Source: an optimization exercise on an open RTL-to-GDS flow (aim: small area, a short achievable clock period and few clock cycles). Production flows keep margins and buffers that such runs may drop.
The RTL was checked by simulation tests, not by an equivalence proof against the original design.
Power is estimated from default activity; no workload was simulated.

==> flow/design.v, too long to show whole: its modules and the start of the top module <==
// module mac_m1: 2777 lines
// module mac_neg: 19 lines
// module mac_m2: 598 lines
// module unet_dec_top: 355 lines
// module unet_dec: 13 lines
module unet_dec (
    input  logic        clk,
    input  logic        rst,
    input  logic        wb_cyc,
    input  logic        wb_stb,
    input  logic        wb_we,
    input  logic [8:0]  wb_adr,
    input  logic [15:0] wb_dat_w,
    output logic        wb_ack,
    output logic [15:0] wb_dat_r
);
  // ...
==> flow/run.sh <==
#!/bin/bash
# synth_recipe.tcl (not shown) runs the flow's synth.tcl, then flattens the netlist and writes it again
# the make line also repeats each setting of config.mk as NAME=value (left out here)
make -C /OpenROAD-flow-scripts/flow DESIGN_CONFIG=/design/flow/config.mk WORK_HOME=/design/flow/orfs CLKGATE_MAP_FILE= SYNTH_SCRIPT=/design/flow/synth_recipe.tcl finish
==> flow/config.mk <==
export PLATFORM = sky130hd
export DESIGN_NAME = unet_dec
export DESIGN_NICKNAME = unet_dec
export VERILOG_FILES = /design/flow/design.v
export SDC_FILE = /design/flow/constraint.sdc
export NUM_CORES = 4
export LEC_CHECK = 0
export CAP_MARGIN = 20
export CORE_MARGIN = 2
export CORE_UTILIZATION = 50
export SETUP_SLACK_MARGIN = 3.3
export SLEW_MARGIN = 20
==> flow/constraint.sdc <==
create_clock -name core_clock -period 8.0 [get_ports {clk}]
set_input_delay 1.6000 -clock core_clock [delete_from_list [all_inputs] [get_ports {clk}]]
set_output_delay 1.6000 -clock core_clock [all_outputs]
set_load 0.01 [all_outputs]
==> out/summary.txt, run 1 <==
Status - finished clean
Grt total ovfl - 0
Setup Total Neg Slack - 0 ns
Worst slew pin tran - 1.348 ns
GRT Util Overall - 42.83%
Nets@finish - 24050
#MultiIn Comb - 11390
Post-synthesis xor/xnor area fraction - 7.883%
Slew HR - 9.799%
Worst path max stage delay - 0.57 ns
Top Usage Layer GRT - met2
Layout Utilization - 58.88%
Ant. Diodes - 122
Num sequential - 6104
Fill cells - 40840
Clk Tree Root Cell - clkbuf_16
Synth area leaders - dfxtp_1 47%, fa_1 16%, a22oi_1 6.8%
Internal power - 59.21 mW
Mapped cell area - 250900 sq um
Cell count after synthesis - 21140
Postcts setup bufs - 328
Global-route wire length before repair - 1485 mm
Critical path arrival - 6.72 ns
Via Count - 181400
Routed Antenna Nets - 0
Post-route DRC - 0
Layout cells sized above 1 - 18.74%
Largest cell class - registers
H-tree Lvls - 6
Met3 WL - 170.6 mm
Synth-to-Final Area Change - 17.51%
Crit path capture - u_top.wp0[9][2]$_DFF_P_
Final non-filler cell total - 28860
Post-synthesis cell type count - 90
CTS Buffer Depth - 4
GR Util met2 - 57.77%
Non-clock buffer count - 1293
Clock power frac - 33.4%
Testbench counts, summed over its fixed seeds: cycles 11,912.
==> run 2, diff against run 1 <==
--- a/flow/design.v
+++ b/flow/design.v
@@ -2828,28 +2828,18 @@
     assign mid[152] = a2594;
 endmodule
 module mac_neg (
-    input  logic [11:0] w0,
-    input  logic [11:0] w1,
-    input  logic [11:0] w2,
-    input  logic [11:0] w3,
-    input  logic [11:0] w4,
-    input  logic [11:0] w5,
-    input  logic [11:0] w6,
-    input  logic [11:0] w7,
-    input  logic [11:0] w8,
     input  logic [14:0] e0,
     input  logic [14:0] e1,
     input  logic [14:0] e2,
     input  logic [14:0] e3,
-    input  logic [7:0]  b,
+    input  logic [11:0] nsb,
     output logic [12:0] neg
 );
-    assign neg = 13'({{5{b[7]}}, b} + (13'(w0[2]) << 0) + (13'(w0[5]) << 2) + (13'(w0[8]) << 4) + (13'(w0[11]) << 6) + (13'(w1[2]) << 0) + (13'(w1[5]) << 2) + (13'(w1[8]) << 4) + (13'(w1[11]) << 6) + (13'(w2[2]) << 0) + (13'(w2[5]) << 2) + (13'(w2[8]) << 4) + (13'(w2[11]) << 6) + (13'(w3[2]) << 0) + (13'(w3[5]) << 2) + (13'(w3[8]) << 4) + (13'(w3[11]) << 6) + (13'(w4[2]) << 0) + (13'(w4[5]) << 2) + (13'(w4[8]) << 4) + (13'(w4[11]) << 6) + (13'(w5[2]) << 0) + (13'(w5[5]) << 2) + (13'(w5[8]) << 4) + (13'(w5[11]) << 6) + (13'(w6[2]) << 0) + (13'(w6[5]) << 2) + (13'(w6[8]) << 4) + (13'(w6[11]) << 6) + (13'(w7[2]) << 0) + (13'(w7[5]) << 2) + (13'(w7[8]) << 4) + (13'(w7[11]) << 6) + (13'(w8[2]) << 0) + (13'(w8[5]) << 2) + (13'(w8[8]) << 4) + (13'(w8[11]) << 6) + (13'(e0[2]) << 0) + (13'(e0[5]) << 2) + (13'(e0[8]) << 4) + (13'(e0[11]) << 6) + (13'(e0[14]) << 8) + (13'(e1[2]) << 0) + (13'(e1[5]) << 2) + (13'(e1[8]) << 4) + (13'(e1[11]) << 6) + (13'(e1[14]) << 8) + (13'(e2[2]) << 0) + (13'(e2[5]) << 2) + (13'(e2[8]) << 4) + (13'(e2[11]) << 6) + (13'(e2[14]) << 8) + (13'(e3[2]) << 0) + (13'(e3[5]) << 2) + (13'(e3[8]) << 4) + (13'(e3[11]) << 6) + (13'(e3[14]) << 8));
+    assign neg = 13'({nsb[11], nsb} + (13'(e0[2]) << 0) + (13'(e0[5]) << 2) + (13'(e0[8]) << 4) + (13'(e0[11]) << 6) + (13'(e0[14]) << 8) + (13'(e1[2]) << 0) + (13'(e1[5]) << 2) + (13'(e1[8]) << 4) + (13'(e1[11]) << 6) + (13'(e1[14]) << 8) + (13'(e2[2]) << 0) + (13'(e2[5]) << 2) + (13'(e2[8]) << 4) + (13'(e2[11]) << 6) + (13'(e2[14]) << 8) + (13'(e3[2]) << 0) + (13'(e3[5]) << 2) + (13'(e3[8]) << 4) + (13'(e3[11]) << 6) + (13'(e3[14]) << 8));
 endmodule
 module mac_m2 (
     input  logic [152:0] mid,
     input  logic [12:0] neg,
-    input  logic [28:0] acc,
     output logic [28:0] s,
     output logic [28:0] c
 );
@@ -3006,443 +2996,358 @@
     wire b151 = mid[150];
     wire b152 = mid[151];
     wire b153 = mid[152];
-    wire b154 = acc[0];
-    wire b155 = acc[1];
-    wire b156 = acc[2];
-    wire b157 = acc[3];
-    wire b158 = acc[4];
-    wire b159 = acc[5];
-    wire b160 = acc[6];
-    wire b161 = acc[7];
-    wire b162 = acc[8];
-    wire b163 = acc[9];
-    wire b164 = acc[10];
-    wire b165 = acc[11];
-    wire b166 = acc[12];
-    wire b167 = acc[13];
-    wire b168 = acc[14];
-    wire b169 = acc[15];
-    wire b170 = acc[16];
-    wire b171 = acc[17];
-    wire b172 = acc[18];
-    wire b173 = acc[19];
-    wire b174 = acc[20];
-    wire b175 = acc[21];
-    wire b176 = acc[22];
-    wire b177 = acc[23];
-    wire b178 = acc[24];
-    wire b179 = acc[25];
-    wire b180 = acc[26];
-    wire b181 = acc[27];
-    wire b182 = acc[28];
-    wire b183 = neg[0];
-    wire b184 = neg[1];
-    wire b185 = neg[2];
-    wire b186 = neg[3];
-    wire b187 = neg[4];
-    wire b188 = neg[5];
-    wire b189 = neg[6];
-    wire b190 = neg[7];
-    wire b191 = neg[8];
-    wire b192 = neg[9];
-    wire b193 = neg[10];
-    wire b194 = neg[11];
-    wire b195 = ~neg[12];
-    wire b196 = 1'b1;
-    wire b197 = 1'b1;
-    wire b198 = 1'b1;
-    wire b199 = 1'b1;
-    wire b200 = 1'b1;
-    wire b201 = 1'b1;
-    wire b202 = 1'b1;
-    wire b203 = 1'b1;
-    wire b204 = 1'b1;
-    wire b205 = 1'b1;
-    wire b206 = 1'b1;
-    wire b207 = 1'b1;
-    wire b208 = 1'b1;
-    wire b209 = b1 ^ b2 ^ b3;
-    wire b210 = (b1 & b2) | (b1 & b3) | (b2 & b3);
-    wire b211 = b7 ^ b8 ^ b9;
-    wire b212 = (b7 & b8) | (b7 & b9) | (b8 & b9);
-    wire b213 = b10 ^ b11;
-    wire b214 = b10 & b11;
-    wire b215 = b13 ^ b14 ^ b15;
-    wire b216 = (b13 & b14) | (b13 & b15) | (b14 & b15);
-    wire b217 = b16 ^ b17 ^ b18;
-    wire b218 = (b16 & b17) | (b16 & b18) | (b17 & b18);
-    wire b219 = b19 ^ b20 ^ b21;
-    wire b220 = (b19 & b20) | (b19 & b21) | (b20 & b21);
-    wire b221 = b22 ^ b23 ^ b24;
-    wire b222 = (b22 & b23) | (b22 & b24) | (b23 & b24);
-    wire b223 = b25 ^ b26 ^ b27;
-    wire b224 = (b25 & b26) | (b25 & b27) | (b26 & b27);
-    wire b225 = b28 ^ b29 ^ b30;
-    wire b226 = (b28 & b29) | (b28 & b30) | (b29 & b30);
-    wire b227 = b31 ^ b32 ^ b33;
-    wire b228 = (b31 & b32) | (b31 & b33) | (b32 & b33);
-    wire b229 = b34 ^ b35 ^ b36;
-    wire b230 = (b34 & b35) | (b34 & b36) | (b35 & b36);
-    wire b231 = b37 ^ b38 ^ b39;
-    wire b232 = (b37 & b38) | (b37 & b39) | (b38 & b39);
-    wire b233 = b40 ^ b41 ^ b42;
-    wire b234 = (b40 & b41) | (b40 & b42) | (b41 & b42);
-    wire b235 = b43 ^ b44 ^ b45;
-    wire b236 = (b43 & b44) | (b43 & b45) | (b44 & b45);
-    wire b237 = b46 ^ b47 ^ b48;
-    wire b238 = (b46 & b47) | (b46 & b48) | (b47 & b48);
-    wire b239 = b49 ^ b50 ^ b51;
-    wire b240 = (b49 & b50) | (b49 & b51) | (b50 & b51);
-    wire b241 = b52 ^ b53 ^ b54;
-    wire b242 = (b52 & b53) | (b52 & b54) | (b53 & b54);
-    wire b243 = b55 ^ b56 ^ b57;
-    wire b244 = (b55 & b56) | (b55 & b57) | (b56 & b57);
-    wire b245 = b58 ^ b59 ^ b60;
-    wire b246 = (b58 & b59) | (b58 & b60) | (b59 & b60);
-    wire b247 = b61 ^ b62 ^ b63;
-    wire b248 = (b61 & b62) | (b61 & b63) | (b62 & b63);
-    wire b249 = b64 ^ b65 ^ b66;
-    wire b250 = (b64 & b65) | (b64 & b66) | (b65 & b66);
-    wire b251 = b67 ^ b68 ^ b69;
-    wire b252 = (b67 & b68) | (b67 & b69) | (b68 & b69);
-    wire b253 = b70 ^ b71 ^ b72;
-    wire b254 = (b70 & b71) | (b70 & b72) | (b71 & b72);
-    wire b255 = b73 ^ b74 ^ b75;
-    wire b256 = (b73 & b74) | (b73 & b75) | (b74 & b75);
-    wire b257 = b76 ^ b77 ^ b78;
-    wire b258 = (b76 & b77) | (b76 & b78) | (b77 & b78);
-    wire b259 = b166 ^ b195;
-    wire b260 = b166 & b195;
-    wire b261 = b79 ^ b80 ^ b81;
-    wire b262 = (b79 & b80) | (b79 & b81) | (b80 & b81);
-    wire b263 = b82 ^ b83 ^ b84;
-    wire b264 = (b82 & b83) | (b82 & b84) | (b83 & b84);
-    wire b265 = b167 ^ b197;
-    wire b266 = b167 & b197;
-    wire b267 = b85 ^ b86 ^ b87;
-    wire b268 = (b85 & b86) | (b85 & b87) | (b86 & b87);
-    wire b269 = b88 ^ b89 ^ b90;
-    wire b270 = (b88 & b89) | (b88 & b90) | (b89 & b90);
-    wire b271 = b168 ^ b198;
-    wire b272 = b168 & b198;
-    wire b273 = b91 ^ b92 ^ b93;
-    wire b274 = (b91 & b92) | (b91 & b93) | (b92 & b93);
-    wire b275 = b94 ^ b95 ^ b96;
-    wire b276 = (b94 & b95) | (b94 & b96) | (b95 & b96);
-    wire b277 = b169 ^ b199;
-    wire b278 = b169 & b199;
-    wire b279 = b97 ^ b98 ^ b99;
-    wire b280 = (b97 & b98) | (b97 & b99) | (b98 & b99);
-    wire b281 = b100 ^ b101 ^ b102;
-    wire b282 = (b100 & b101) | (b100 & b102) | (b101 & b102);
-    wire b283 = b103 ^ b104 ^ b105;
-    wire b284 = (b103 & b104) | (b103 & b105) | (b104 & b105);
-    wire b285 = b106 ^ b107 ^ b108;
-    wire b286 = (b106 & b107) | (b106 & b108) | (b107 & b108);
-    wire b287 = b109 ^ b110 ^ b111;
-    wire b288 = (b109 & b110) | (b109 & b111) | (b110 & b111);
-    wire b289 = b112 ^ b113 ^ b114;
-    wire b290 = (b112 & b113) | (b112 & b114) | (b113 & b114);
-    wire b291 = b115 ^ b116 ^ b117;
-    wire b292 = (b115 & b116) | (b115 & b117) | (b116 & b117);
-    wire b293 = b118 ^ b119 ^ b120;
-    wire b294 = (b118 & b119) | (b118 & b120) | (b119 & b120);
-    wire b295 = b121 ^ b122 ^ b123;
-    wire b296 = (b121 & b122) | (b121 & b123) | (b122 & b123);
-    wire b297 = b124 ^ b125;
-    wire b298 = b124 & b125;
-    wire b299 = b127 ^ b128 ^ b129;
-    wire b300 = (b127 & b128) | (b127 & b129) | (b128 & b129);
-    wire b301 = b130 ^ b131 ^ b132;
-    wire b302 = (b130 & b131) | (b130 & b132) | (b131 & b132);
-    wire b303 = b133 ^ b134 ^ b135;
-    wire b304 = (b133 & b134) | (b133 & b135) | (b134 & b135);
-    wire b305 = b136 ^ b137;
-    wire b306 = b136 & b137;
-    wire b307 = b139 ^ b140 ^ b141;
-    wire b308 = (b139 & b140) | (b139 & b141) | (b140 & b141);
-    wire b309 = b142 ^ b143 ^ b144;
-    wire b310 = (b142 & b143) | (b142 & b144) | (b143 & b144);
-    wire b311 = b145 ^ b146 ^ b147;
-    wire b312 = (b145 & b146) | (b145 & b147) | (b146 & b147);
-    wire b313 = b148 ^ b149 ^ b150;
-    wire b314 = (b148 & b149) | (b148 & b150) | (b149 & b150);
-    wire b315 = b151 ^ b152;
-    wire b316 = b151 & b152;
-    wire b317 = b209 ^ b4 ^ b5;
-    wire b318 = (b209 & b4) | (b209 & b5) | (b4 & b5);
-    wire b319 = b210 ^ b211 ^ b213;
-    wire b320 = (b210 & b211) | (b210 & b213) | (b211 & b213);
-    wire b321 = b12 ^ b155;
-    wire b322 = b12 & b155;
-    wire b323 = b212 ^ b214 ^ b215;
-    wire b324 = (b212 & b214) | (b212 & b215) | (b214 & b215);
-    wire b325 = b217 ^ b156 ^ b185;
-    wire b326 = (b217 & b156) | (b217 & b185) | (b156 & b185);
-    wire b327 = b216 ^ b218 ^ b219;
-    wire b328 = (b216 & b218) | (b216 & b219) | (b218 & b219);
-    wire b329 = b221 ^ b157 ^ b186;
-    wire b330 = (b221 & b157) | (b221 & b186) | (b157 & b186);
-    wire b331 = b220 ^ b222 ^ b223;
-    wire b332 = (b220 & b222) | (b220 & b223) | (b222 & b223);
-    wire b333 = b225 ^ b158 ^ b187;
-    wire b334 = (b225 & b158) | (b225 & b187) | (b158 & b187);
-    wire b335 = b224 ^ b226 ^ b227;
-    wire b336 = (b224 & b226) | (b224 & b227) | (b226 & b227);
-    wire b337 = b229 ^ b159 ^ b188;
-    wire b338 = (b229 & b159) | (b229 & b188) | (b159 & b188);
-    wire b339 = b228 ^ b230 ^ b231;
-    wire b340 = (b228 & b230) | (b228 & b231) | (b230 & b231);
-    wire b341 = b233 ^ b160 ^ b189;
-    wire b342 = (b233 & b160) | (b233 & b189) | (b160 & b189);
-    wire b343 = b232 ^ b234 ^ b235;
-    wire b344 = (b232 & b234) | (b232 & b235) | (b234 & b235);
-    wire b345 = b237 ^ b161 ^ b190;
-    wire b346 = (b237 & b161) | (b237 & b190) | (b161 & b190);
-    wire b347 = b236 ^ b238 ^ b239;
-    wire b348 = (b236 & b238) | (b236 & b239) | (b238 & b239);
-    wire b349 = b241 ^ b162 ^ b191;
-    wire b350 = (b241 & b162) | (b241 & b191) | (b162 & b191);
-    wire b351 = b240 ^ b242 ^ b243;
-    wire b352 = (b240 & b242) | (b240 & b243) | (b242 & b243);
-    wire b353 = b245 ^ b163 ^ b192;
-    wire b354 = (b245 & b163) | (b245 & b192) | (b163 & b192);
-    wire b355 = b244 ^ b246 ^ b247;
-    wire b356 = (b244 & b246) | (b244 & b247) | (b246 & b247);
-    wire b357 = b249 ^ b164 ^ b193;
-    wire b358 = (b249 & b164) | (b249 & b193) | (b164 & b193);
-    wire b359 = b248 ^ b250 ^ b251;
-    wire b360 = (b248 & b250) | (b248 & b251) | (b250 & b251);
-    wire b361 = b253 ^ b165 ^ b194;
-    wire b362 = (b253 & b165) | (b253 & b194) | (b165 & b194);
-    wire b363 = b252 ^ b254 ^ b255;
-    wire b364 = (b252 & b254) | (b252 & b255) | (b254 & b255);
-    wire b365 = b257 ^ b259 ^ b196;
-    wire b366 = (b257 & b259) | (b257 & b196) | (b259 & b196);
-    wire b367 = b256 ^ b258 ^ b260;
-    wire b368 = (b256 & b258) | (b256 & b260) | (b258 & b260);
-    wire b369 = b261 ^ b263 ^ b265;
-    wire b370 = (b261 & b263) | (b261 & b265) | (b263 & b265);
-    wire b371 = b262 ^ b264 ^ b266;
-    wire b372 = (b262 & b264) | (b262 & b266) | (b264 & b266);
-    wire b373 = b267 ^ b269 ^ b271;
-    wire b374 = (b267 & b269) | (b267 & b271) | (b269 & b271);
-    wire b375 = b268 ^ b270 ^ b272;
-    wire b376 = (b268 & b270) | (b268 & b272) | (b270 & b272);
-    wire b377 = b273 ^ b275 ^ b277;
-    wire b378 = (b273 & b275) | (b273 & b277) | (b275 & b277);
-    wire b379 = b274 ^ b276 ^ b278;
-    wire b380 = (b274 & b276) | (b274 & b278) | (b276 & b278);
-    wire b381 = b279 ^ b281 ^ b170;
-    wire b382 = (b279 & b281) | (b279 & b170) | (b281 & b170);
-    wire b383 = b280 ^ b282 ^ b283;
-    wire b384 = (b280 & b282) | (b280 & b283) | (b282 & b283);
-    wire b385 = b285 ^ b171 ^ b200;
-    wire b386 = (b285 & b171) | (b285 & b200) | (b171 & b200);
-    wire b387 = b284 ^ b286 ^ b287;
-    wire b388 = (b284 & b286) | (b284 & b287) | (b286 & b287);
-    wire b389 = b289 ^ b172 ^ b201;
-    wire b390 = (b289 & b172) | (b289 & b201) | (b172 & b201);
-    wire b391 = b288 ^ b290 ^ b291;
-    wire b392 = (b288 & b290) | (b288 & b291) | (b290 & b291);
-    wire b393 = b293 ^ b173 ^ b202;
-    wire b394 = (b293 & b173) | (b293 & b202) | (b173 & b202);
-    wire b395 = b292 ^ b294 ^ b295;
-    wire b396 = (b292 & b294) | (b292 & b295) | (b294 & b295);
-    wire b397 = b297 ^ b126 ^ b174;
-    wire b398 = (b297 & b126) | (b297 & b174) | (b126 & b174);
-    wire b399 = b296 ^ b298 ^ b299;
-    wire b400 = (b296 & b298) | (b296 & b299) | (b298 & b299);
-    wire b401 = b301 ^ b175 ^ b203;
-    wire b402 = (b301 & b175) | (b301 & b203) | (b175 & b203);
-    wire b403 = b300 ^ b302 ^ b303;
-    wire b404 = (b300 & b302) | (b300 & b303) | (b302 & b303);
-    wire b405 = b305 ^ b138 ^ b176;
-    wire b406 = (b305 & b138) | (b305 & b176) | (b138 & b176);
-    wire b407 = b304 ^ b306 ^ b307;
-    wire b408 = (b304 & b306) | (b304 & b307) | (b306 & b307);
-    wire b409 = b309 ^ b177 ^ b204;
-    wire b410 = (b309 & b177) | (b309 & b204) | (b177 & b204);
-    wire b411 = b308 ^ b310 ^ b311;
-    wire b412 = (b308 & b310) | (b308 & b311) | (b310 & b311);
-    wire b413 = b313 ^ b178 ^ b205;
-    wire b414 = (b313 & b178) | (b313 & b205) | (b178 & b205);
-    wire b415 = b312 ^ b314 ^ b315;
-    wire b416 = (b312 & b314) | (b312 & b315) | (b314 & b315);
-    wire b417 = b153 ^ b179 ^ b206;
-    wire b418 = (b153 & b179) | (b153 & b206) | (b179 & b206);
-    wire b419 = b316 ^ b180;
-    wire b420 = b316 & b180;
-    wire b421 = b317 ^ b6;
-    wire b422 = b317 & b6;
-    wire b423 = b318 ^ b319 ^ b321;
-    wire b424 = (b318 & b319) | (b318 & b321) | (b319 & b321);
-    wire b425 = b320 ^ b322 ^ b323;
-    wire b426 = (b320 & b322) | (b320 & b323) | (b322 & b323);
-    wire b427 = b324 ^ b326 ^ b327;
-    wire b428 = (b324 & b326) | (b324 & b327) | (b326 & b327);
-    wire b429 = b328 ^ b330 ^ b331;
-    wire b430 = (b328 & b330) | (b328 & b331) | (b330 & b331);
-    wire b431 = b332 ^ b334 ^ b335;
-    wire b432 = (b332 & b334) | (b332 & b335) | (b334 & b335);
-    wire b433 = b336 ^ b338 ^ b339;
-    wire b434 = (b336 & b338) | (b336 & b339) | (b338 & b339);
-    wire b435 = b340 ^ b342 ^ b343;
-    wire b436 = (b340 & b342) | (b340 & b343) | (b342 & b343);
-    wire b437 = b344 ^ b346 ^ b347;
-    wire b438 = (b344 & b346) | (b344 & b347) | (b346 & b347);
-    wire b439 = b348 ^ b350 ^ b351;
-    wire b440 = (b348 & b350) | (b348 & b351) | (b350 & b351);
-    wire b441 = b352 ^ b354 ^ b355;
-    wire b442 = (b352 & b354) | (b352 & b355) | (b354 & b355);
-    wire b443 = b356 ^ b358 ^ b359;
-    wire b444 = (b356 & b358) | (b356 & b359) | (b358 & b359);
-    wire b445 = b360 ^ b362 ^ b363;
-    wire b446 = (b360 & b362) | (b360 & b363) | (b362 & b363);
-    wire b447 = b364 ^ b366 ^ b367;
-    wire b448 = (b364 & b366) | (b364 & b367) | (b366 & b367);
-    wire b449 = b368 ^ b370 ^ b371;
-    wire b450 = (b368 & b370) | (b368 & b371) | (b370 & b371);
-    wire b451 = b372 ^ b374 ^ b375;
-    wire b452 = (b372 & b374) | (b372 & b375) | (b374 & b375);
-    wire b453 = b376 ^ b378 ^ b379;
-    wire b454 = (b376 & b378) | (b376 & b379) | (b378 & b379);
-    wire b455 = b380 ^ b382 ^ b383;
-    wire b456 = (b380 & b382) | (b380 & b383) | (b382 & b383);
-    wire b457 = b384 ^ b386 ^ b387;
-    wire b458 = (b384 & b386) | (b384 & b387) | (b386 & b387);
-    wire b459 = b388 ^ b390 ^ b391;
-    wire b460 = (b388 & b390) | (b388 & b391) | (b390 & b391);
-    wire b461 = b392 ^ b394 ^ b395;
-    wire b462 = (b392 & b394) | (b392 & b395) | (b394 & b395);
-    wire b463 = b396 ^ b398 ^ b399;
-    wire b464 = (b396 & b398) | (b396 & b399) | (b398 & b399);
-    wire b465 = b400 ^ b402 ^ b403;
-    wire b466 = (b400 & b402) | (b400 & b403) | (b402 & b403);
-    wire b467 = b404 ^ b406 ^ b407;
-    wire b468 = (b404 & b406) | (b404 & b407) | (b406 & b407);
-    wire b469 = b408 ^ b410 ^ b411;
-    wire b470 = (b408 & b410) | (b408 & b411) | (b410 & b411);
-    wire b471 = b412 ^ b414 ^ b415;
-    wire b472 = (b412 & b414) | (b412 & b415) | (b414 & b415);
-    wire b473 = b416 ^ b418 ^ b419;
-    wire b474 = (b416 & b418) | (b416 & b419) | (b418 & b419);
-    wire b475 = b421 ^ b154;
-    wire b476 = b421 & b154;
-    wire b477 = b422 ^ b423 ^ b184;
-    wire b478 = (b422 & b423) | (b422 & b184) | (b423 & b184);
-    wire b479 = b424 ^ b425 ^ b325;
-    wire b480 = (b424 & b425) | (b424 & b325) | (b425 & b325);
-    wire b481 = b426 ^ b427 ^ b329;
-    wire b482 = (b426 & b427) | (b426 & b329) | (b427 & b329);
-    wire b483 = b428 ^ b429 ^ b333;
-    wire b484 = (b428 & b429) | (b428 & b333) | (b429 & b333);
-    wire b485 = b430 ^ b431 ^ b337;
-    wire b486 = (b430 & b431) | (b430 & b337) | (b431 & b337);
-    wire b487 = b432 ^ b433 ^ b341;
-    wire b488 = (b432 & b433) | (b432 & b341) | (b433 & b341);
-    wire b489 = b434 ^ b435 ^ b345;
-    wire b490 = (b434 & b435) | (b434 & b345) | (b435 & b345);
-    wire b491 = b436 ^ b437 ^ b349;
-    wire b492 = (b436 & b437) | (b436 & b349) | (b437 & b349);
-    wire b493 = b438 ^ b439 ^ b353;
-    wire b494 = (b438 & b439) | (b438 & b353) | (b439 & b353);
-    wire b495 = b440 ^ b441 ^ b357;
-    wire b496 = (b440 & b441) | (b440 & b357) | (b441 & b357);
-    wire b497 = b442 ^ b443 ^ b361;
-    wire b498 = (b442 & b443) | (b442 & b361) | (b443 & b361);
-    wire b499 = b444 ^ b445 ^ b365;
-    wire b500 = (b444 & b445) | (b444 & b365) | (b445 & b365);
-    wire b501 = b446 ^ b447 ^ b369;
-    wire b502 = (b446 & b447) | (b446 & b369) | (b447 & b369);
-    wire b503 = b448 ^ b449 ^ b373;
-    wire b504 = (b448 & b449) | (b448 & b373) | (b449 & b373);
-    wire b505 = b450 ^ b451 ^ b377;
-    wire b506 = (b450 & b451) | (b450 & b377) | (b451 & b377);
-    wire b507 = b452 ^ b453 ^ b381;
-    wire b508 = (b452 & b453) | (b452 & b381) | (b453 & b381);
-    wire b509 = b454 ^ b455 ^ b385;
-    wire b510 = (b454 & b455) | (b454 & b385) | (b455 & b385);
-    wire b511 = b456 ^ b457 ^ b389;
-    wire b512 = (b456 & b457) | (b456 & b389) | (b457 & b389);
-    wire b513 = b458 ^ b459 ^ b393;
-    wire b514 = (b458 & b459) | (b458 & b393) | (b459 & b393);
-    wire b515 = b460 ^ b461 ^ b397;
-    wire b516 = (b460 & b461) | (b460 & b397) | (b461 & b397);
-    wire b517 = b462 ^ b463 ^ b401;
-    wire b518 = (b462 & b463) | (b462 & b401) | (b463 & b401);
-    wire b519 = b464 ^ b465 ^ b405;
-    wire b520 = (b464 & b465) | (b464 & b405) | (b465 & b405);
-    wire b521 = b466 ^ b467 ^ b409;
-    wire b522 = (b466 & b467) | (b466 & b409) | (b467 & b409);
-    wire b523 = b468 ^ b469 ^ b413;
-    wire b524 = (b468 & b469) | (b468 & b413) | (b469 & b413);
-    wire b525 = b470 ^ b471 ^ b417;
-    wire b526 = (b470 & b471) | (b470 & b417) | (b471 & b417);
-    wire b527 = b472 ^ b473 ^ b207;
-    wire b528 = (b472 & b473) | (b472 & b207) | (b473 & b207);
-    wire b529 = b474 ^ b420 ^ b181;
-    wire b530 = (b474 & b420) | (b474 & b181) | (b420 & b181);
-    wire b531 = b182 ^ b208;
-    wire b532 = b182 & b208;
-    assign s[0] = b475;
-    assign c[0] = b183;
-    assign s[1] = b476;
-    assign c[1] = b477;
-    assign s[2] = b478;
-    assign c[2] = b479;
-    assign s[3] = b480;
-    assign c[3] = b481;
-    assign s[4] = b482;
-    assign c[4] = b483;
-    assign s[5] = b484;
-    assign c[5] = b485;
-    assign s[6] = b486;
-    assign c[6] = b487;
-    assign s[7] = b488;
-    assign c[7] = b489;
-    assign s[8] = b490;
-    assign c[8] = b491;
-    assign s[9] = b492;
-    assign c[9] = b493;
-    assign s[10] = b494;
-    assign c[10] = b495;
-    assign s[11] = b496;
-    assign c[11] = b497;
-    assign s[12] = b498;
-    assign c[12] = b499;
-    assign s[13] = b500;
-    assign c[13] = b501;
-    assign s[14] = b502;
-    assign c[14] = b503;
-    assign s[15] = b504;
-    assign c[15] = b505;
-    assign s[16] = b506;
-    assign c[16] = b507;
-    assign s[17] = b508;
-    assign c[17] = b509;
-    assign s[18] = b510;
-    assign c[18] = b511;
-    assign s[19] = b512;
-    assign c[19] = b513;
-    assign s[20] = b514;
-    assign c[20] = b515;
-    assign s[21] = b516;
-    assign c[21] = b517;
-    assign s[22] = b518;
-    assign c[22] = b519;
-    assign s[23] = b520;
-    assign c[23] = b521;
-    assign s[24] = b522;
-    assign c[24] = b523;
-    assign s[25] = b524;
-    assign c[25] = b525;
-    assign s[26] = b526;
-    assign c[26] = b527;
-    assign s[27] = b528;
-    assign c[27] = b529;
-    assign s[28] = b530;
-    assign c[28] = b531;
+    wire b154 = neg[0];
+    wire b155 = neg[1];
+    wire b156 = neg[2];
+    wire b157 = neg[3];
+    wire b158 = neg[4];
+    wire b159 = neg[5];
+    wire b160 = neg[6];
+    wire b161 = neg[7];
+    wire b162 = neg[8];
+    wire b163 = neg[9];
+    wire b164 = neg[10];
+    wire b165 = neg[11];
+    wire b166 = ~neg[12];
+    wire b167 = 1'b1;
+    wire b168 = 1'b1;
+    wire b169 = 1'b1;
+    wire b170 = 1'b1;
+    wire b171 = 1'b1;
+    wire b172 = 1'b1;
+    wire b173 = 1'b1;
+    wire b174 = 1'b1;
+    wire b175 = 1'b1;
+    wire b176 = 1'b1;
+    wire b177 = 1'b1;
+    wire b178 = 1'b1;
+    wire b179 = 1'b1;
+    wire b180 = b1 ^ b2;
+    wire b181 = b1 & b2;
+    wire b182 = b7 ^ b8 ^ b9;
+    wire b183 = (b7 & b8) | (b7 & b9) | (b8 & b9);
+    wire b184 = b13 ^ b14 ^ b15;
+    wire b185 = (b13 & b14) | (b13 & b15) | (b14 & b15);
+    wire b186 = b19 ^ b20 ^ b21;
+    wire b187 = (b19 & b20) | (b19 & b21) | (b20 & b21);
+    wire b188 = b25 ^ b26 ^ b27;
+    wire b189 = (b25 & b26) | (b25 & b27) | (b26 & b27);
+    wire b190 = b31 ^ b32 ^ b33;
+    wire b191 = (b31 & b32) | (b31 & b33) | (b32 & b33);
+    wire b192 = b37 ^ b38 ^ b39;
+    wire b193 = (b37 & b38) | (b37 & b39) | (b38 & b39);
+    wire b194 = b43 ^ b44 ^ b45;
+    wire b195 = (b43 & b44) | (b43 & b45) | (b44 & b45);
+    wire b196 = b49 ^ b50 ^ b51;
+    wire b197 = (b49 & b50) | (b49 & b51) | (b50 & b51);
+    wire b198 = b55 ^ b56 ^ b57;
+    wire b199 = (b55 & b56) | (b55 & b57) | (b56 & b57);
+    wire b200 = b61 ^ b62 ^ b63;
+    wire b201 = (b61 & b62) | (b61 & b63) | (b62 & b63);
+    wire b202 = b67 ^ b68 ^ b69;
+    wire b203 = (b67 & b68) | (b67 & b69) | (b68 & b69);
+    wire b204 = b73 ^ b74 ^ b75;
+    wire b205 = (b73 & b74) | (b73 & b75) | (b74 & b75);
+    wire b206 = b76 ^ b77;
+    wire b207 = b76 & b77;
+    wire b208 = b79 ^ b80 ^ b81;
+    wire b209 = (b79 & b80) | (b79 & b81) | (b80 & b81);
+    wire b210 = b82 ^ b83;
+    wire b211 = b82 & b83;
+    wire b212 = b85 ^ b86 ^ b87;
+    wire b213 = (b85 & b86) | (b85 & b87) | (b86 & b87);
+    wire b214 = b88 ^ b89;
+    wire b215 = b88 & b89;
+    wire b216 = b91 ^ b92 ^ b93;
+    wire b217 = (b91 & b92) | (b91 & b93) | (b92 & b93);
+    wire b218 = b94 ^ b95;
+    wire b219 = b94 & b95;
+    wire b220 = b97 ^ b98 ^ b99;
+    wire b221 = (b97 & b98) | (b97 & b99) | (b98 & b99);
+    wire b222 = b103 ^ b104 ^ b105;
+    wire b223 = (b103 & b104) | (b103 & b105) | (b104 & b105);
+    wire b224 = b109 ^ b110 ^ b111;
+    wire b225 = (b109 & b110) | (b109 & b111) | (b110 & b111);
+    wire b226 = b115 ^ b116 ^ b117;
+    wire b227 = (b115 & b116) | (b115 & b117) | (b116 & b117);
+    wire b228 = b121 ^ b122;
+    wire b229 = b121 & b122;
+    wire b230 = b127 ^ b128 ^ b129;
+    wire b231 = (b127 & b128) | (b127 & b129) | (b128 & b129);
+    wire b232 = b133 ^ b134;
+    wire b233 = b133 & b134;
+    wire b234 = b139 ^ b140 ^ b141;
+    wire b235 = (b139 & b140) | (b139 & b141) | (b140 & b141);
+    wire b236 = b145 ^ b146 ^ b147;
+    wire b237 = (b145 & b146) | (b145 & b147) | (b146 & b147);
+    wire b238 = b180 ^ b3 ^ b4;
+    wire b239 = (b180 & b3) | (b180 & b4) | (b3 & b4);
+    wire b240 = b181 ^ b182 ^ b10;
+    wire b241 = (b181 & b182) | (b181 & b10) | (b182 & b10);
+    wire b242 = b11 ^ b12;
+    wire b243 = b11 & b12;
+    wire b244 = b183 ^ b184 ^ b16;
+    wire b245 = (b183 & b184) | (b183 & b16) | (b184 & b16);
+    wire b246 = b17 ^ b18 ^ b156;
+    wire b247 = (b17 & b18) | (b17 & b156) | (b18 & b156);
+    wire b248 = b185 ^ b186 ^ b22;
+    wire b249 = (b185 & b186) | (b185 & b22) | (b186 & b22);
+    wire b250 = b23 ^ b24 ^ b157;
+    wire b251 = (b23 & b24) | (b23 & b157) | (b24 & b157);
+    wire b252 = b187 ^ b188 ^ b28;
+    wire b253 = (b187 & b188) | (b187 & b28) | (b188 & b28);
+    wire b254 = b29 ^ b30 ^ b158;
+    wire b255 = (b29 & b30) | (b29 & b158) | (b30 & b158);
+    wire b256 = b189 ^ b190 ^ b34;
+    wire b257 = (b189 & b190) | (b189 & b34) | (b190 & b34);
+    wire b258 = b35 ^ b36 ^ b159;
+    wire b259 = (b35 & b36) | (b35 & b159) | (b36 & b159);
+    wire b260 = b191 ^ b192 ^ b40;
+    wire b261 = (b191 & b192) | (b191 & b40) | (b192 & b40);
+    wire b262 = b41 ^ b42 ^ b160;
+    wire b263 = (b41 & b42) | (b41 & b160) | (b42 & b160);
+    wire b264 = b193 ^ b194 ^ b46;
+    wire b265 = (b193 & b194) | (b193 & b46) | (b194 & b46);
+    wire b266 = b47 ^ b48 ^ b161;
+    wire b267 = (b47 & b48) | (b47 & b161) | (b48 & b161);
+    wire b268 = b195 ^ b196 ^ b52;
+    wire b269 = (b195 & b196) | (b195 & b52) | (b196 & b52);
+    wire b270 = b53 ^ b54 ^ b162;
+    wire b271 = (b53 & b54) | (b53 & b162) | (b54 & b162);
+    wire b272 = b197 ^ b198 ^ b58;
+    wire b273 = (b197 & b198) | (b197 & b58) | (b198 & b58);
+    wire b274 = b59 ^ b60 ^ b163;
+    wire b275 = (b59 & b60) | (b59 & b163) | (b60 & b163);
+    wire b276 = b199 ^ b200 ^ b64;
+    wire b277 = (b199 & b200) | (b199 & b64) | (b200 & b64);
+    wire b278 = b65 ^ b66 ^ b164;
+    wire b279 = (b65 & b66) | (b65 & b164) | (b66 & b164);
+    wire b280 = b201 ^ b202 ^ b70;
+    wire b281 = (b201 & b202) | (b201 & b70) | (b202 & b70);
+    wire b282 = b71 ^ b72 ^ b165;
+    wire b283 = (b71 & b72) | (b71 & b165) | (b72 & b165);
+    wire b284 = b203 ^ b204 ^ b206;
+    wire b285 = (b203 & b204) | (b203 & b206) | (b204 & b206);
+    wire b286 = b78 ^ b166 ^ b167;
+    wire b287 = (b78 & b166) | (b78 & b167) | (b166 & b167);
+    wire b288 = b205 ^ b207 ^ b208;
+    wire b289 = (b205 & b207) | (b205 & b208) | (b207 & b208);
+    wire b290 = b210 ^ b84 ^ b168;
+    wire b291 = (b210 & b84) | (b210 & b168) | (b84 & b168);
+    wire b292 = b209 ^ b211 ^ b212;
+    wire b293 = (b209 & b211) | (b209 & b212) | (b211 & b212);
+    wire b294 = b214 ^ b90 ^ b169;
+    wire b295 = (b214 & b90) | (b214 & b169) | (b90 & b169);
+    wire b296 = b213 ^ b215 ^ b216;
+    wire b297 = (b213 & b215) | (b213 & b216) | (b215 & b216);
+    wire b298 = b218 ^ b96 ^ b170;
+    wire b299 = (b218 & b96) | (b218 & b170) | (b96 & b170);
+    wire b300 = b217 ^ b219 ^ b220;
+    wire b301 = (b217 & b219) | (b217 & b220) | (b219 & b220);
+    wire b302 = b100 ^ b101 ^ b102;
+    wire b303 = (b100 & b101) | (b100 & b102) | (b101 & b102);
+    wire b304 = b221 ^ b222 ^ b106;
+    wire b305 = (b221 & b222) | (b221 & b106) | (b222 & b106);
+    wire b306 = b107 ^ b108 ^ b171;
+    wire b307 = (b107 & b108) | (b107 & b171) | (b108 & b171);
+    wire b308 = b223 ^ b224 ^ b112;
+    wire b309 = (b223 & b224) | (b223 & b112) | (b224 & b112);
+    wire b310 = b113 ^ b114 ^ b172;
+    wire b311 = (b113 & b114) | (b113 & b172) | (b114 & b172);
+    wire b312 = b225 ^ b226 ^ b118;
+    wire b313 = (b225 & b226) | (b225 & b118) | (b226 & b118);
+    wire b314 = b119 ^ b120 ^ b173;
+    wire b315 = (b119 & b120) | (b119 & b173) | (b120 & b173);
+    wire b316 = b227 ^ b228 ^ b123;
+    wire b317 = (b227 & b228) | (b227 & b123) | (b228 & b123);
+    wire b318 = b124 ^ b125 ^ b126;
+    wire b319 = (b124 & b125) | (b124 & b126) | (b125 & b126);
+    wire b320 = b229 ^ b230 ^ b130;
+    wire b321 = (b229 & b230) | (b229 & b130) | (b230 & b130);
+    wire b322 = b131 ^ b132 ^ b174;
+    wire b323 = (b131 & b132) | (b131 & b174) | (b132 & b174);
+    wire b324 = b231 ^ b232 ^ b135;
+    wire b325 = (b231 & b232) | (b231 & b135) | (b232 & b135);
+    wire b326 = b136 ^ b137 ^ b138;
+    wire b327 = (b136 & b137) | (b136 & b138) | (b137 & b138);
+    wire b328 = b233 ^ b234 ^ b142;
+    wire b329 = (b233 & b234) | (b233 & b142) | (b234 & b142);
+    wire b330 = b143 ^ b144 ^ b175;
+    wire b331 = (b143 & b144) | (b143 & b175) | (b144 & b175);
+    wire b332 = b235 ^ b236 ^ b148;
+    wire b333 = (b235 & b236) | (b235 & b148) | (b236 & b148);
+    wire b334 = b149 ^ b150 ^ b176;
+    wire b335 = (b149 & b150) | (b149 & b176) | (b150 & b176);
+    wire b336 = b237 ^ b151 ^ b152;
+    wire b337 = (b237 & b151) | (b237 & b152) | (b151 & b152);
+    wire b338 = b153 ^ b177;
+    wire b339 = b153 & b177;
+    wire b340 = b238 ^ b5;
+    wire b341 = b238 & b5;
+    wire b342 = b239 ^ b240 ^ b242;
+    wire b343 = (b239 & b240) | (b239 & b242) | (b240 & b242);
+    wire b344 = b241 ^ b243 ^ b244;
+    wire b345 = (b241 & b243) | (b241 & b244) | (b243 & b244);
+    wire b346 = b245 ^ b247 ^ b248;
+    wire b347 = (b245 & b247) | (b245 & b248) | (b247 & b248);
+    wire b348 = b249 ^ b251 ^ b252;
+    wire b349 = (b249 & b251) | (b249 & b252) | (b251 & b252);
+    wire b350 = b253 ^ b255 ^ b256;
+    wire b351 = (b253 & b255) | (b253 & b256) | (b255 & b256);
+    wire b352 = b257 ^ b259 ^ b260;
+    wire b353 = (b257 & b259) | (b257 & b260) | (b259 & b260);
+    wire b354 = b261 ^ b263 ^ b264;
+    wire b355 = (b261 & b263) | (b261 & b264) | (b263 & b264);
+    wire b356 = b265 ^ b267 ^ b268;
+    wire b357 = (b265 & b267) | (b265 & b268) | (b267 & b268);
+    wire b358 = b269 ^ b271 ^ b272;
+    wire b359 = (b269 & b271) | (b269 & b272) | (b271 & b272);
+    wire b360 = b273 ^ b275 ^ b276;
+    wire b361 = (b273 & b275) | (b273 & b276) | (b275 & b276);
+    wire b362 = b277 ^ b279 ^ b280;
+    wire b363 = (b277 & b279) | (b277 & b280) | (b279 & b280);
+    wire b364 = b281 ^ b283 ^ b284;
+    wire b365 = (b281 & b283) | (b281 & b284) | (b283 & b284);
+    wire b366 = b285 ^ b287 ^ b288;
+    wire b367 = (b285 & b287) | (b285 & b288) | (b287 & b288);
+    wire b368 = b289 ^ b291 ^ b292;
+    wire b369 = (b289 & b291) | (b289 & b292) | (b291 & b292);
+    wire b370 = b293 ^ b295 ^ b296;
+    wire b371 = (b293 & b295) | (b293 & b296) | (b295 & b296);
+    wire b372 = b297 ^ b299 ^ b300;
+    wire b373 = (b297 & b299) | (b297 & b300) | (b299 & b300);
+    wire b374 = b301 ^ b303 ^ b304;
+    wire b375 = (b301 & b303) | (b301 & b304) | (b303 & b304);
+    wire b376 = b305 ^ b307 ^ b308;
+    wire b377 = (b305 & b307) | (b305 & b308) | (b307 & b308);
+    wire b378 = b309 ^ b311 ^ b312;
+    wire b379 = (b309 & b311) | (b309 & b312) | (b311 & b312);
+    wire b380 = b313 ^ b315 ^ b316;
+    wire b381 = (b313 & b315) | (b313 & b316) | (b315 & b316);
+    wire b382 = b317 ^ b319 ^ b320;
+    wire b383 = (b317 & b319) | (b317 & b320) | (b319 & b320);
+    wire b384 = b321 ^ b323 ^ b324;
+    wire b385 = (b321 & b323) | (b321 & b324) | (b323 & b324);
+    wire b386 = b325 ^ b327 ^ b328;
+    wire b387 = (b325 & b327) | (b325 & b328) | (b327 & b328);
+    wire b388 = b329 ^ b331 ^ b332;
+    wire b389 = (b329 & b331) | (b329 & b332) | (b331 & b332);
+    wire b390 = b333 ^ b335 ^ b336;
+    wire b391 = (b333 & b335) | (b333 & b336) | (b335 & b336);
+    wire b392 = b337 ^ b339;
+    wire b393 = b337 & b339;
+    wire b394 = b340 ^ b6;
+    wire b395 = b340 & b6;
+    wire b396 = b341 ^ b342 ^ b155;
+    wire b397 = (b341 & b342) | (b341 & b155) | (b342 & b155);
+    wire b398 = b343 ^ b344 ^ b246;
+    wire b399 = (b343 & b344) | (b343 & b246) | (b344 & b246);
+    wire b400 = b345 ^ b346 ^ b250;
+    wire b401 = (b345 & b346) | (b345 & b250) | (b346 & b250);
+    wire b402 = b347 ^ b348 ^ b254;
+    wire b403 = (b347 & b348) | (b347 & b254) | (b348 & b254);
+    wire b404 = b349 ^ b350 ^ b258;
+    wire b405 = (b349 & b350) | (b349 & b258) | (b350 & b258);
+    wire b406 = b351 ^ b352 ^ b262;
+    wire b407 = (b351 & b352) | (b351 & b262) | (b352 & b262);
+    wire b408 = b353 ^ b354 ^ b266;
+    wire b409 = (b353 & b354) | (b353 & b266) | (b354 & b266);
+    wire b410 = b355 ^ b356 ^ b270;
+    wire b411 = (b355 & b356) | (b355 & b270) | (b356 & b270);
+    wire b412 = b357 ^ b358 ^ b274;
+    wire b413 = (b357 & b358) | (b357 & b274) | (b358 & b274);
+    wire b414 = b359 ^ b360 ^ b278;
+    wire b415 = (b359 & b360) | (b359 & b278) | (b360 & b278);
+    wire b416 = b361 ^ b362 ^ b282;
+    wire b417 = (b361 & b362) | (b361 & b282) | (b362 & b282);
+    wire b418 = b363 ^ b364 ^ b286;
+    wire b419 = (b363 & b364) | (b363 & b286) | (b364 & b286);
+    wire b420 = b365 ^ b366 ^ b290;
+    wire b421 = (b365 & b366) | (b365 & b290) | (b366 & b290);
+    wire b422 = b367 ^ b368 ^ b294;
+    wire b423 = (b367 & b368) | (b367 & b294) | (b368 & b294);
+    wire b424 = b369 ^ b370 ^ b298;
+    wire b425 = (b369 & b370) | (b369 & b298) | (b370 & b298);
+    wire b426 = b371 ^ b372 ^ b302;
+    wire b427 = (b371 & b372) | (b371 & b302) | (b372 & b302);
+    wire b428 = b373 ^ b374 ^ b306;
+    wire b429 = (b373 & b374) | (b373 & b306) | (b374 & b306);
+    wire b430 = b375 ^ b376 ^ b310;
+    wire b431 = (b375 & b376) | (b375 & b310) | (b376 & b310);
+    wire b432 = b377 ^ b378 ^ b314;
+    wire b433 = (b377 & b378) | (b377 & b314) | (b378 & b314);
+    wire b434 = b379 ^ b380 ^ b318;
+    wire b435 = (b379 & b380) | (b379 & b318) | (b380 & b318);
+    wire b436 = b381 ^ b382 ^ b322;
+    wire b437 = (b381 & b382) | (b381 & b322) | (b382 & b322);
+    wire b438 = b383 ^ b384 ^ b326;
+    wire b439 = (b383 & b384) | (b383 & b326) | (b384 & b326);
+    wire b440 = b385 ^ b386 ^ b330;
+    wire b441 = (b385 & b386) | (b385 & b330) | (b386 & b330);
+    wire b442 = b387 ^ b388 ^ b334;
+    wire b443 = (b387 & b388) | (b387 & b334) | (b388 & b334);
+    wire b444 = b389 ^ b390 ^ b338;
+    wire b445 = (b389 & b390) | (b389 & b338) | (b390 & b338);
+    wire b446 = b391 ^ b392 ^ b178;
+    wire b447 = (b391 & b392) | (b391 & b178) | (b392 & b178);
+    assign s[0] = b394;
+    assign c[0] = b154;
+    assign s[1] = b395;
+    assign c[1] = b396;
+    assign s[2] = b397;
+    assign c[2] = b398;
+    assign s[3] = b399;
+    assign c[3] = b400;
+    assign s[4] = b401;
+    assign c[4] = b402;
+    assign s[5] = b403;
+    assign c[5] = b404;
+    assign s[6] = b405;
+    assign c[6] = b406;
+    assign s[7] = b407;
+    assign c[7] = b408;
+    assign s[8] = b409;
+    assign c[8] = b410;
+    assign s[9] = b411;
+    assign c[9] = b412;
+    assign s[10] = b413;
+    assign c[10] = b414;
+    assign s[11] = b415;
+    assign c[11] = b416;
+    assign s[12] = b417;
+    assign c[12] = b418;
+    assign s[13] = b419;
+    assign c[13] = b420;
+    assign s[14] = b421;
+    assign c[14] = b422;
+    assign s[15] = b423;
+    assign c[15] = b424;
+    assign s[16] = b425;
+    assign c[16] = b426;
+    assign s[17] = b427;
+    assign c[17] = b428;
+    assign s[18] = b429;
+    assign c[18] = b430;
+    assign s[19] = b431;
+    assign c[19] = b432;
+    assign s[20] = b433;
+    assign c[20] = b434;
+    assign s[21] = b435;
+    assign c[21] = b436;
+    assign s[22] = b437;
+    assign c[22] = b438;
+    assign s[23] = b439;
+    assign c[23] = b440;
+    assign s[24] = b441;
+    assign c[24] = b442;
+    assign s[25] = b443;
+    assign c[25] = b444;
+    assign s[26] = b445;
+    assign c[26] = b446;
+    assign s[27] = b447;
+    assign c[27] = b393;
+    assign s[28] = b179;
+    assign c[28] = 1'b0;
 endmodule
 `timescale 1ns/1ps
 module unet_dec_top (
@@ -3458,7 +3363,7 @@
 );
     localparam logic [8:0] ADR_STATUS = 9'h001;
     localparam logic [8:0] OUT_BASE   = 9'h180;
-    localparam int OUT_INJ = 21;
+    localparam int OUT_INJ = 23;
     logic [6:0] t;
     always_ff @(posedge clk or posedge rst) begin
         if (rst) t <= '0;
@@ -3475,19 +3380,17 @@
     logic [6:0]  wq_a;        
     logic [15:0] wq_d;
     logic [6:0]  wq_ent;      
-    logic [5:0]  wq_j;        
     logic        wq_go;       
     logic        wq_al;       
-    assign wq_ent = t + 7'd1 - wq_a;
+    logic        wok;         
     assign wq_go  = wq_v && wq_al;
-    always_comb begin
-        int ic, k, oc, tr;
-        ic = int'(wq_a) / 18;
-        k  = (int'(wq_a) % 18) / 2;
-        oc = int'(wq_a) % 2;
-        tr = (ic % 2 == 0) ? oc : 1 - oc;
-        wq_j = 6'(18 * tr + 9 * (ic / 2) + k);
-    end
+    function automatic logic [6:0] wadr(input int j, input int m);
+        int tr, ks, k;
+        tr = j / 18;
+        ks = (j % 18) / 9;
+        k  = j % 9;
+        wadr = 7'(((2 * ks + m) * 9 + k) * 2 + (m == 0 ? tr : 1 - tr));
+    endfunction
     logic req, wr_req, rd_req;
     logic is_x, is_s, is_wk, is_b, is_q, is_ctrl;
     logic wr_ok, wr_ack, rd_hit;
@@ -3501,7 +3404,7 @@
     assign is_b    = wb_adr[8:1] == 8'ha4;     
     assign is_q    = is_x || is_s || is_wk;
     assign is_ctrl = wb_adr == 9'h000;
-    assign wr_ok   = !wq_v || wq_go;
+    assign wr_ok   = wok;
     assign wr_ack  = wr_req && wr_ok;
     always_ff @(posedge clk or posedge rst) begin
         if (rst) begin
@@ -3512,6 +3415,18 @@
             wq_v <= 1'b0;
         end
     end
+    always_ff @(posedge clk or posedge rst) begin
+        logic [6:0] na;
+        logic       nm, nv;
+        if (rst) begin
+            wok <= 1'b1;
+        end else begin
+            nv = (wr_req && is_q && wr_ok) || (wq_v && !wq_go);
+            na = (wr_req && is_q && wr_ok) ? (is_x ? {2'b00, wb_adr[4:0]} : wb_adr[6:0]) : wq_a;
+            nm = (wr_req && is_q && wr_ok) ? is_wk : wq_m[1];
+            wok <= !nv || (nm ? !(t[0] ^ na[0]) : ((t + 7'd2 - na) & 7'd7) == 7'd0);
+        end
+    end
     always_ff @(posedge clk) begin
         logic [6:0] na;
         logic       nm;
@@ -3525,7 +3440,8 @@
             na = wq_a;
             nm = wq_m[1];
         end
-        wq_al <= nm ? !(t[0] ^ na[0]) : ((t + 7'd2 - na) & 7'd7) == 7'd0;
+        wq_ent <= t + 7'd2 - na;
+        wq_al  <= nm ? !(t[0] ^ na[0]) : ((t + 7'd2 - na) & 7'd7) == 7'd0;
     end
     always_ff @(posedge clk) begin
         if (wr_req && is_b) begin
@@ -3534,7 +3450,8 @@
     end
     always_ff @(posedge clk) begin
         for (int j = 0; j < 36; j++) begin
-            wp0[j] <= (wq_go && wq_m == 2'd2 && wq_j == 6'(j)) ? wq_d[7:0] : wp1[j];
+            wp0[j] <= (wq_go && wq_m == 2'd2 && (wq_a == wadr(j, 0) || wq_a == wadr(j, 1))) ?
+                      wq_d[7:0] : wp1[j];
             wp1[j] <= wp0[j];
         end
     end
@@ -3560,6 +3477,8 @@
     logic       start;
     logic       launch;
     logic       v1, ch1_r, last1_r;
+    logic       v2, ch2_r, last2_r;
+    logic       inj_r, last3_r;
     assign start  = wr_req && is_ctrl && wb_dat_w[0] && !busy;
     assign launch = pend && !wq_v && t[0];    
     always_ff @(posedge clk or posedge rst) begin
@@ -3571,6 +3490,10 @@
             k       <= '0;
             v1      <= 1'b0;
             last1_r <= 1'b0;
+            v2      <= 1'b0;
+            last2_r <= 1'b0;
+            inj_r   <= 1'b0;
+            last3_r <= 1'b0;
         end else begin
             if (start) begin
                 busy <= 1'b1;
@@ -3587,7 +3510,11 @@
             end
             v1      <= run;
             last1_r <= run && k == 7'd127;
-            if (v1 && last1_r) begin
+            v2      <= v1;
+            last2_r <= v1 && last1_r;
+            inj_r   <= v2 && ch2_r;
+            last3_r <= v2 && last2_r;
+            if (last3_r) begin
                 busy <= 1'b0;
                 done <= 1'b1;
             end
@@ -3602,7 +3529,7 @@
     assign chn = un[0];
     logic [11:0]        ws [2][9];   
     logic [14:0]        we [2][4];   
-    logic signed [7:0]  bias_r [2];
+    logic [11:0]        nsb [2];     
     logic [15:0]        xb [4];      
     logic [3:0] xi [4];
     always_ff @(posedge clk) begin
@@ -3639,11 +3566,14 @@
         end
     endfunction
     always_ff @(posedge clk) begin
-        logic signed [7:0] wx [3][3];
-        logic [7:0]        wsel;
-        logic signed [9:0] cs [3][2];
-        logic signed [9:0] es;
+        logic signed [7:0]  wx [3][3];
+        logic [7:0]         wsel;
+        logic signed [9:0]  es;
+        logic signed [11:0] ns;
+        logic               gr, gc;
+        int                 a, b;
         for (int tr = 0; tr < 2; tr++) begin
+            ns = chn ? 12'sd0 : {{4{bias[tr][7]}}, bias[tr]};
             for (int kh = 0; kh < 3; kh++) begin
                 for (int kw = 0; kw < 3; kw++) begin
                     logic ok;
@@ -3652,39 +3582,43 @@
                     wsel = tr == 0 ? wp1[18 * tr + 9 + kh * 3 + kw] : wp0[18 * tr + 9 + kh * 3 + kw];
                     wsel = ok ? wsel : 8'd0;
                     ws[tr][kh * 3 + kw] <= 12'(booth({{2{wsel[7]}}, wsel}, 4));
+                    ns = ns + 12'({wsel[7], 1'b0, wsel[5], 1'b0, wsel[3], 1'b0, wsel[1]});
                     wx[kh][kw] = tr == 0 ? wp1[18 * tr + kh * 3 + kw] : wp0[18 * tr + kh * 3 + kw];
                 end
             end
-            for (int kh = 0; kh < 3; kh++) begin
-                cs[kh][0] = 10'(wx[kh][0]) + (cn[0] ? 10'(wx[kh][1]) : 10'sd0);
-                cs[kh][1] = 10'(wx[kh][2]) + (cn[0] ? 10'sd0 : 10'(wx[kh][1]));
-            end
+            nsb[tr] <= ns;
             for (int dr = 0; dr < 2; dr++) begin
                 for (int dc = 0; dc < 2; dc++) begin
                     logic ok;
-                    if (dr == 0) es = cs[0][dc] + (rn[0] ? cs[1][dc] : 10'sd0);
-                    else         es = cs[2][dc] + (rn[0] ? 10'sd0 : cs[1][dc]);
+                    a  = 2 * dr;
+                    b  = 2 * dc;
+                    gr = (dr == 0) ? rn[0] : !rn[0];
+                    gc = (dc == 0) ? cn[0] : !cn[0];
+                    es = 10'(wx[a][b]) + (gr ? 10'(wx[1][b]) : 10'sd0) +
+                         (gc ? 10'(wx[a][1]) : 10'sd0) + ((gr && gc) ? 10'(wx[1][1]) : 10'sd0);
                     ok = !(dr == 0 && rn == 3'd0) && !(dr == 1 && rn == 3'd7) &&
                          !(dc == 0 && cn == 3'd0) && !(dc == 1 && cn == 3'd7);
                     we[tr][dr * 2 + dc] <= booth(ok ? es : 10'sd0, 5);
                 end
             end
-            bias_r[tr] <= chn ? 8'sd0 : bias[tr];
         end
         for (int i = 0; i < 4; i++) begin
             xb[i] <= xr[{xi[i], 1'b1}];
         end
     end
     logic [15:0] res [2];
+    logic [15:0] rv [2];
+    logic        rn_ [2];
     always_ff @(posedge clk) begin
         ch1_r <= t[0];
+        ch2_r <= ch1_r;
     end
     logic [28:0] hold [2];
     logic [28:0] tot [2];
     for (genvar tr = 0; tr < 2; tr++) begin : g_tr
         logic [152:0] mid, mid_r;
         logic [12:0]  neg, neg_r;
-        logic [28:0]  ms, mc;
+        logic [28:0]  ms, mc, ms_r, mc_r;
         mac_m1 u_m1 (
             .f0(sr[36]), .w0(ws[tr][0]), .f1(sr[34]), .w1(ws[tr][1]), .f2(sr[32]), .w2(ws[tr][2]),
             .f3(sr[20]), .w3(ws[tr][3]), .f4(sr[18]), .w4(ws[tr][4]), .f5(sr[16]), .w5(ws[tr][5]),
@@ -3694,26 +3628,32 @@
             .mid(mid)
         );
         mac_neg u_neg (
-            .w0(ws[tr][0]), .w1(ws[tr][1]), .w2(ws[tr][2]), .w3(ws[tr][3]), .w4(ws[tr][4]),
-            .w5(ws[tr][5]), .w6(ws[tr][6]), .w7(ws[tr][7]), .w8(ws[tr][8]),
             .e0(we[tr][0]), .e1(we[tr][1]), .e2(we[tr][2]), .e3(we[tr][3]),
-            .b(bias_r[tr]), .neg(neg)
+            .nsb(nsb[tr]), .neg(neg)
         );
         always_ff @(posedge clk) begin
             mid_r <= mid;
             neg_r <= neg;
         end
         mac_m2 u_m2 (
-            .mid(mid_r), .neg(neg_r), .acc(ch1_r ? hold[1 - tr] : 29'd0), .s(ms), .c(mc)
+            .mid(mid_r), .neg(neg_r), .s(ms), .c(mc)
         );
-        assign tot[tr] = ms + mc;
         always_ff @(posedge clk) begin
-            if (!ch1_r) hold[tr] <= tot[tr];
+            ms_r <= ms;
+            mc_r <= mc;
         end
-        assign res[1 - tr] = tot[tr][28] ? 16'd0 : tot[tr][15:0];
+        assign tot[tr] = ms_r + mc_r + (ch2_r ? hold[1 - tr] : 29'd0);
+        always_ff @(posedge clk) begin
+            if (!ch2_r) hold[tr] <= tot[tr];
+        end
+        always_ff @(posedge clk) begin
+            rv[1 - tr] <= tot[tr][15:0];
+            rn_[1 - tr] <= tot[tr][28];
+        end
+        assign res[1 - tr] = rn_[1 - tr] ? 16'd0 : rv[1 - tr];
     end
     logic inj;
-    assign inj = v1 && ch1_r;
+    assign inj = inj_r;
     always_ff @(posedge clk) begin
         for (int i = 0; i < 128; i++) begin
             if (inj && i == OUT_INJ) begin
@@ -3730,6 +3670,8 @@
     logic        chain;       
     logic [15:0] pd;
     logic        pst;         
+    logic        pok;         
+    logic        need;        
     logic        pout;        
     logic [6:0]  ep, eg;
     logic [8:0]  ga;          
@@ -3746,7 +3688,7 @@
     assign follow = chain || pst;
     assign fi     = follow ? eg : ep;
     assign fd     = (follow ? gout : pout) ? orr[fi] : 16'd0;
-    assign rd_hit = rd_req && (pv || pst) && wb_adr == pa;
+    assign rd_hit = rd_req && pok && wb_adr == pa;
     function automatic logic [6:0] next_guess_ent(input logic [8:0] x, input logic [6:0] e,
                                                  input logic [6:0] tn);
         if (x[5:0] != 6'h3f) next_guess_ent = e - 7'd1;    
@@ -3756,37 +3698,49 @@
         if (rst) begin
             pa    <= ADR_STATUS;
             pst   <= 1'b1;
+            pok   <= 1'b1;
             pout  <= 1'b0;
             pv    <= 1'b0;
+            need  <= 1'b0;
             chain <= 1'b0;
             ep    <= '0;
             eg    <= 7'd1;
         end else if (wr_ack) begin
             pa    <= ADR_STATUS;
             pst   <= 1'b1;
+            pok   <= 1'b1;
+            need  <= 1'b0;
             pout  <= 1'b0;
             chain <= 1'b0;
             eg    <= t + 7'd1;
         end else if (rd_hit) begin
             pa    <= ga;
             pst   <= pst && !done;
+            pok   <= (pst && !done) || follow;
             pout  <= gout;
             pv    <= follow;
             chain <= follow;
             ep    <= eg + 7'd1;
             eg    <= (pst && !done) ? t + 7'd1 : next_guess_ent(ga, eg, t + 7'd1);
-        end else if (rd_req) begin
-            logic [6:0] q;
-            q      = {wb_adr[5:0], wb_adr[6]};
+            need  <= 1'b0;
+        end else if (rd_req && wb_adr != pa) begin
             pa    <= wb_adr;
             pst   <= wb_adr == ADR_STATUS;
+            pok   <= wb_adr == ADR_STATUS;
             pout  <= wb_adr[8:7] == 2'b11;
-            pv    <= !follow && wb_adr == pa;
+            pv    <= 1'b0;
             chain <= 1'b0;
+            eg    <= t + 7'd1;         
+            need  <= 1'b1;
+        end else if (need) begin
+            logic [6:0] q;
+            q      = {pa[5:0], pa[6]};
             ep    <= t + 7'd1 - q;
-            eg    <= (wb_adr == ADR_STATUS) ? t + 7'd1 : next_guess_ent(wb_adr, t - q, t + 7'd1);
+            eg    <= pst ? t + 7'd1 : next_guess_ent(pa, t - q, t + 7'd1);
+            need  <= 1'b0;
         end else begin
             pv    <= pv || !follow;
+            pok   <= pst || pv || !follow;
             chain <= 1'b0;
             ep    <= ep + 7'd1;
             eg    <= eg + 7'd1;
--- a/flow/config.mk
+++ b/flow/config.mk
@@ -7,6 +7,8 @@
 export LEC_CHECK = 0
 export CAP_MARGIN = 20
 export CORE_MARGIN = 2
-export CORE_UTILIZATION = 50
-export SETUP_SLACK_MARGIN = 3.3
+export CORE_UTILIZATION = 60
+export CTS_CLUSTER_DIAMETER = 80
+export CTS_CLUSTER_SIZE = 24
+export SETUP_SLACK_MARGIN = 3.8
 export SLEW_MARGIN = 20
==> out/summary.txt, run 2 <==
Status - finished clean (unchanged)
Synth area leaders - dfxtp_1 48%, fa_1 16%, a22oi_1 6.9% (was dfxtp_1 47%, fa_1 16%, a22oi_1 6.8%)
Boundary Pins - 47 (unchanged)
Worst hold path type - reg -> reg (unchanged)
Cell count after synthesis - 21190 (was 21140)
GRT Util Overall - 51.95% (was 42.83%)
CTS Buffer Depth - 4 (unchanged)
Initial Utilization - 60.31% (was 50.11%)
Hold Fails Final Rpt - 0 (unchanged)
FF+latch count, synth - 6270 (was 6104)
Layout cells sized above 1 - 20.08% (was 18.74%)
Clk Tree Root Cell - clkbuf_16 (unchanged)
Mapped cell area - 253800 sq um (was 250900 sq um)
H-tree Lvls - 5 (was 6)
Slew HR - 13.04% (was 9.799%)
Top cell type's share of synthesized area - 48.18% (was 47.43%)
CTS tree - built (unchanged)
Critical Path RT - 8.89 ns (was 8.97 ns)
Total routed wirelength - 1142 mm (was 1122 mm)
Global-route wire length before repair - 1505 mm (was 1485 mm)
Ys async rst share - 0.8772% (was 0.7864%)
Final setup viols - 0 (unchanged)
Row count - 238 (was 260)
Crit-path slowest cell - fa_1 (was fa_2)
Via Count - 186400 (was 181400)
Setup Total Neg Slack - 0 ns (unchanged)
Most common cell in the synthesized netlist - dfxtp_1 (unchanged)
Post-synthesis cell type count - 93 (was 90)
Internal reg-to-reg setup slack - 2.03 ns (was 2.25 ns)
Min-delay src - u_top.sr[125][15]$_DFF_P_ (was u_top.orr[126][10]$_DFF_P_)
Post-route DRC - 0 (unchanged)
Nets@finish - 23930 (was 24050)
Routed Antenna Nets - 0 (unchanged)
Critical path arrival - 6.87 ns (was 6.72 ns)
Final total power - 64.72 mW (was 89.69 mW)
Max Slew Vio Count - 0 (unchanged)
# port buffers - 46 (unchanged)
Period utilization - 74.67% (was 71.86%)
Worst path max stage delay - 0.52 ns (was 0.57 ns)
Max frequency - 167.4 MHz (was 174.0 MHz)
Die area - 428200 sq um (was 507400 sq um)
Synth-to-Final Area Change - 13.21% (was 17.51%)
Area leader, netlist - dfxtp_1 (unchanged)
Top flop regs - u_top.orr x2048, u_top.sr x2048, u_top.xr x512 (unchanged)
Grt total ovfl - 0 (unchanged)
Routed len/inst - 41.75 um (was 38.87 um)
Worst slew pin tran - 1.295 ns (was 1.348 ns)
Fill cells - 30950 (was 40840)
CP startpoint kind - flip-flop (unchanged)
-- run 2: changes by cell type after synthesis, sizes merged, moves of 22 or more --
cell	before	now
fa	2056	2087
nand3	139	163
a21oi	261	303
inv	2176	2150
xnor2	900	827
nor2	460	404
xor2	1358	1396
and2	102	125
nor2b	122	55
buf	62	84
and3	40	79
a22oi	2268	2318
dfxtp	5944	6107
-- run 2: logic make-up after synthesis --
kind of cell,share of synthesized area [%]
AO/OA/AOI/OAI,11.62
buffers and inverters,5.435
adder cells (fa/ha/maj),18.38
flip-flops,50.00
multiplexers,2.787
XOR/XNOR,7.672
AND/OR/NAND/NOR,4.105
-- run 2: per-layer routing --
metal  vias up  global-route usage [%]  part of all wire, %
met5         -                   8.115                 0.33
met2     17760                   66.59                   37
met3      5108                   31.98                   19
li1      71320                       -                    -
met4       156                   35.17                  9.1
met1     92050                   63.12                   35
-- run 2: report_power, final --
| group | total, mW | internal, mW | switching, mW | leakage [nW] |
|---|---|---|---|---|
| clock network | 18.3 | 7.71 | 10.6 | 4.57 |
| registers | 33.6 | 32.6 | 1.01 | 51.2 |
| logic | 12.8 | 4.68 | 8.15 | 56.8 |
| total | 64.7 | 45.0 | 19.8 | 113 |
-- run 2: worst max-delay path by stage --
stage | endpoint | cells after the start | from | slack (ns)
6_report | u_top.nsb[1][5]$_DFF_P_ | 33 | u_top.t[2]$_DFF_PP0_ | 2.03
5_1_grt | u_top.nsb[1][10]$_DFF_P_ | 31 | u_top.t[2]$_DFF_PP0_ | 1.87
4_1_cts | u_top.nsb[1][11]$_DFF_P_ | 30 | u_top.t[1]$_DFF_PP0_ | 2.05
3_5_place_dp | u_top.nsb[0][11]$_DFF_P_ | 30 | u_top.t[3]$_DFF_PP0_ | 1.17
3_3_place_gp | u_top.nsb[1][11]$_DFF_P_ | 28 | u_top.t[3]$_DFF_PP0_ | 1.21
2_1_floorplan | u_top.nsb[1][11]$_DFF_P_ | 29 | u_top.t[0]$_DFF_PP0_ | 2.47
-- run 2: what timing repair did --
item | CTS | global route
pin swaps | 643 | 466
resized for setup | 1870 | 663
hold buffers | 0 | 0
endpoints found under the setup margin | 428 | 350
cloned | 23 | 9
buffers inserted | 474 | 165
-- run 2: cell type report --
class                   instances  share of cell area [%]
clock buffers                 376                   2.900
repair inverters                1                0.003049
well taps                    5640                   2.456
multi-input cells           11290                   41.59
clock inverters                60                  0.4020
diodes                        168                  0.1463
inverters                    2151                   2.847
repair buffers               1399                   5.114
flip-flops and latches       6270                   44.54
-- run 2: metrics by stage --
step | instances | utilization, % | hold slack, ns
floorplan | 21190 | - | 0.3096
detailed placement | 26080 | 62.42 | 0.3120
finish | 27350 | 68.28 | 0.2497
global route | 27260 | 68.22 | 0.2966
CTS | 27010 | 67.19 | 0.2616
global placement | 26080 | 62.40 | 0.3095
Testbench counts of run 2, summed over its fixed seeds: cycles 11,928.

## port drivers added, routing unchanged
No port has a modelled driver above. Below, the same layouts with a new extraction and two added sets of constraints.
Step 1 sets driving cells, clkbuf_16 on the clock port and buf_2 on the other inputs (assumed; they add their load-dependent delay and slew).
Step 2 also shifts input and output timing later by t, the mid clock arrival at the registers, as if the neighbouring blocks saw the same clock.
Three values: ideal ports, drivers, drivers and shift; two values: the first two.
| run | t (ns) | slack for setup (ns) |
|---|---|---|
| run 1 | 1.260 | 2.252 / 2.252 / 1.902 |
| run 2 | 1.142 | 2.026 / 2.026 / 2.026 |
After both steps setup and hold are still met in every run listed.
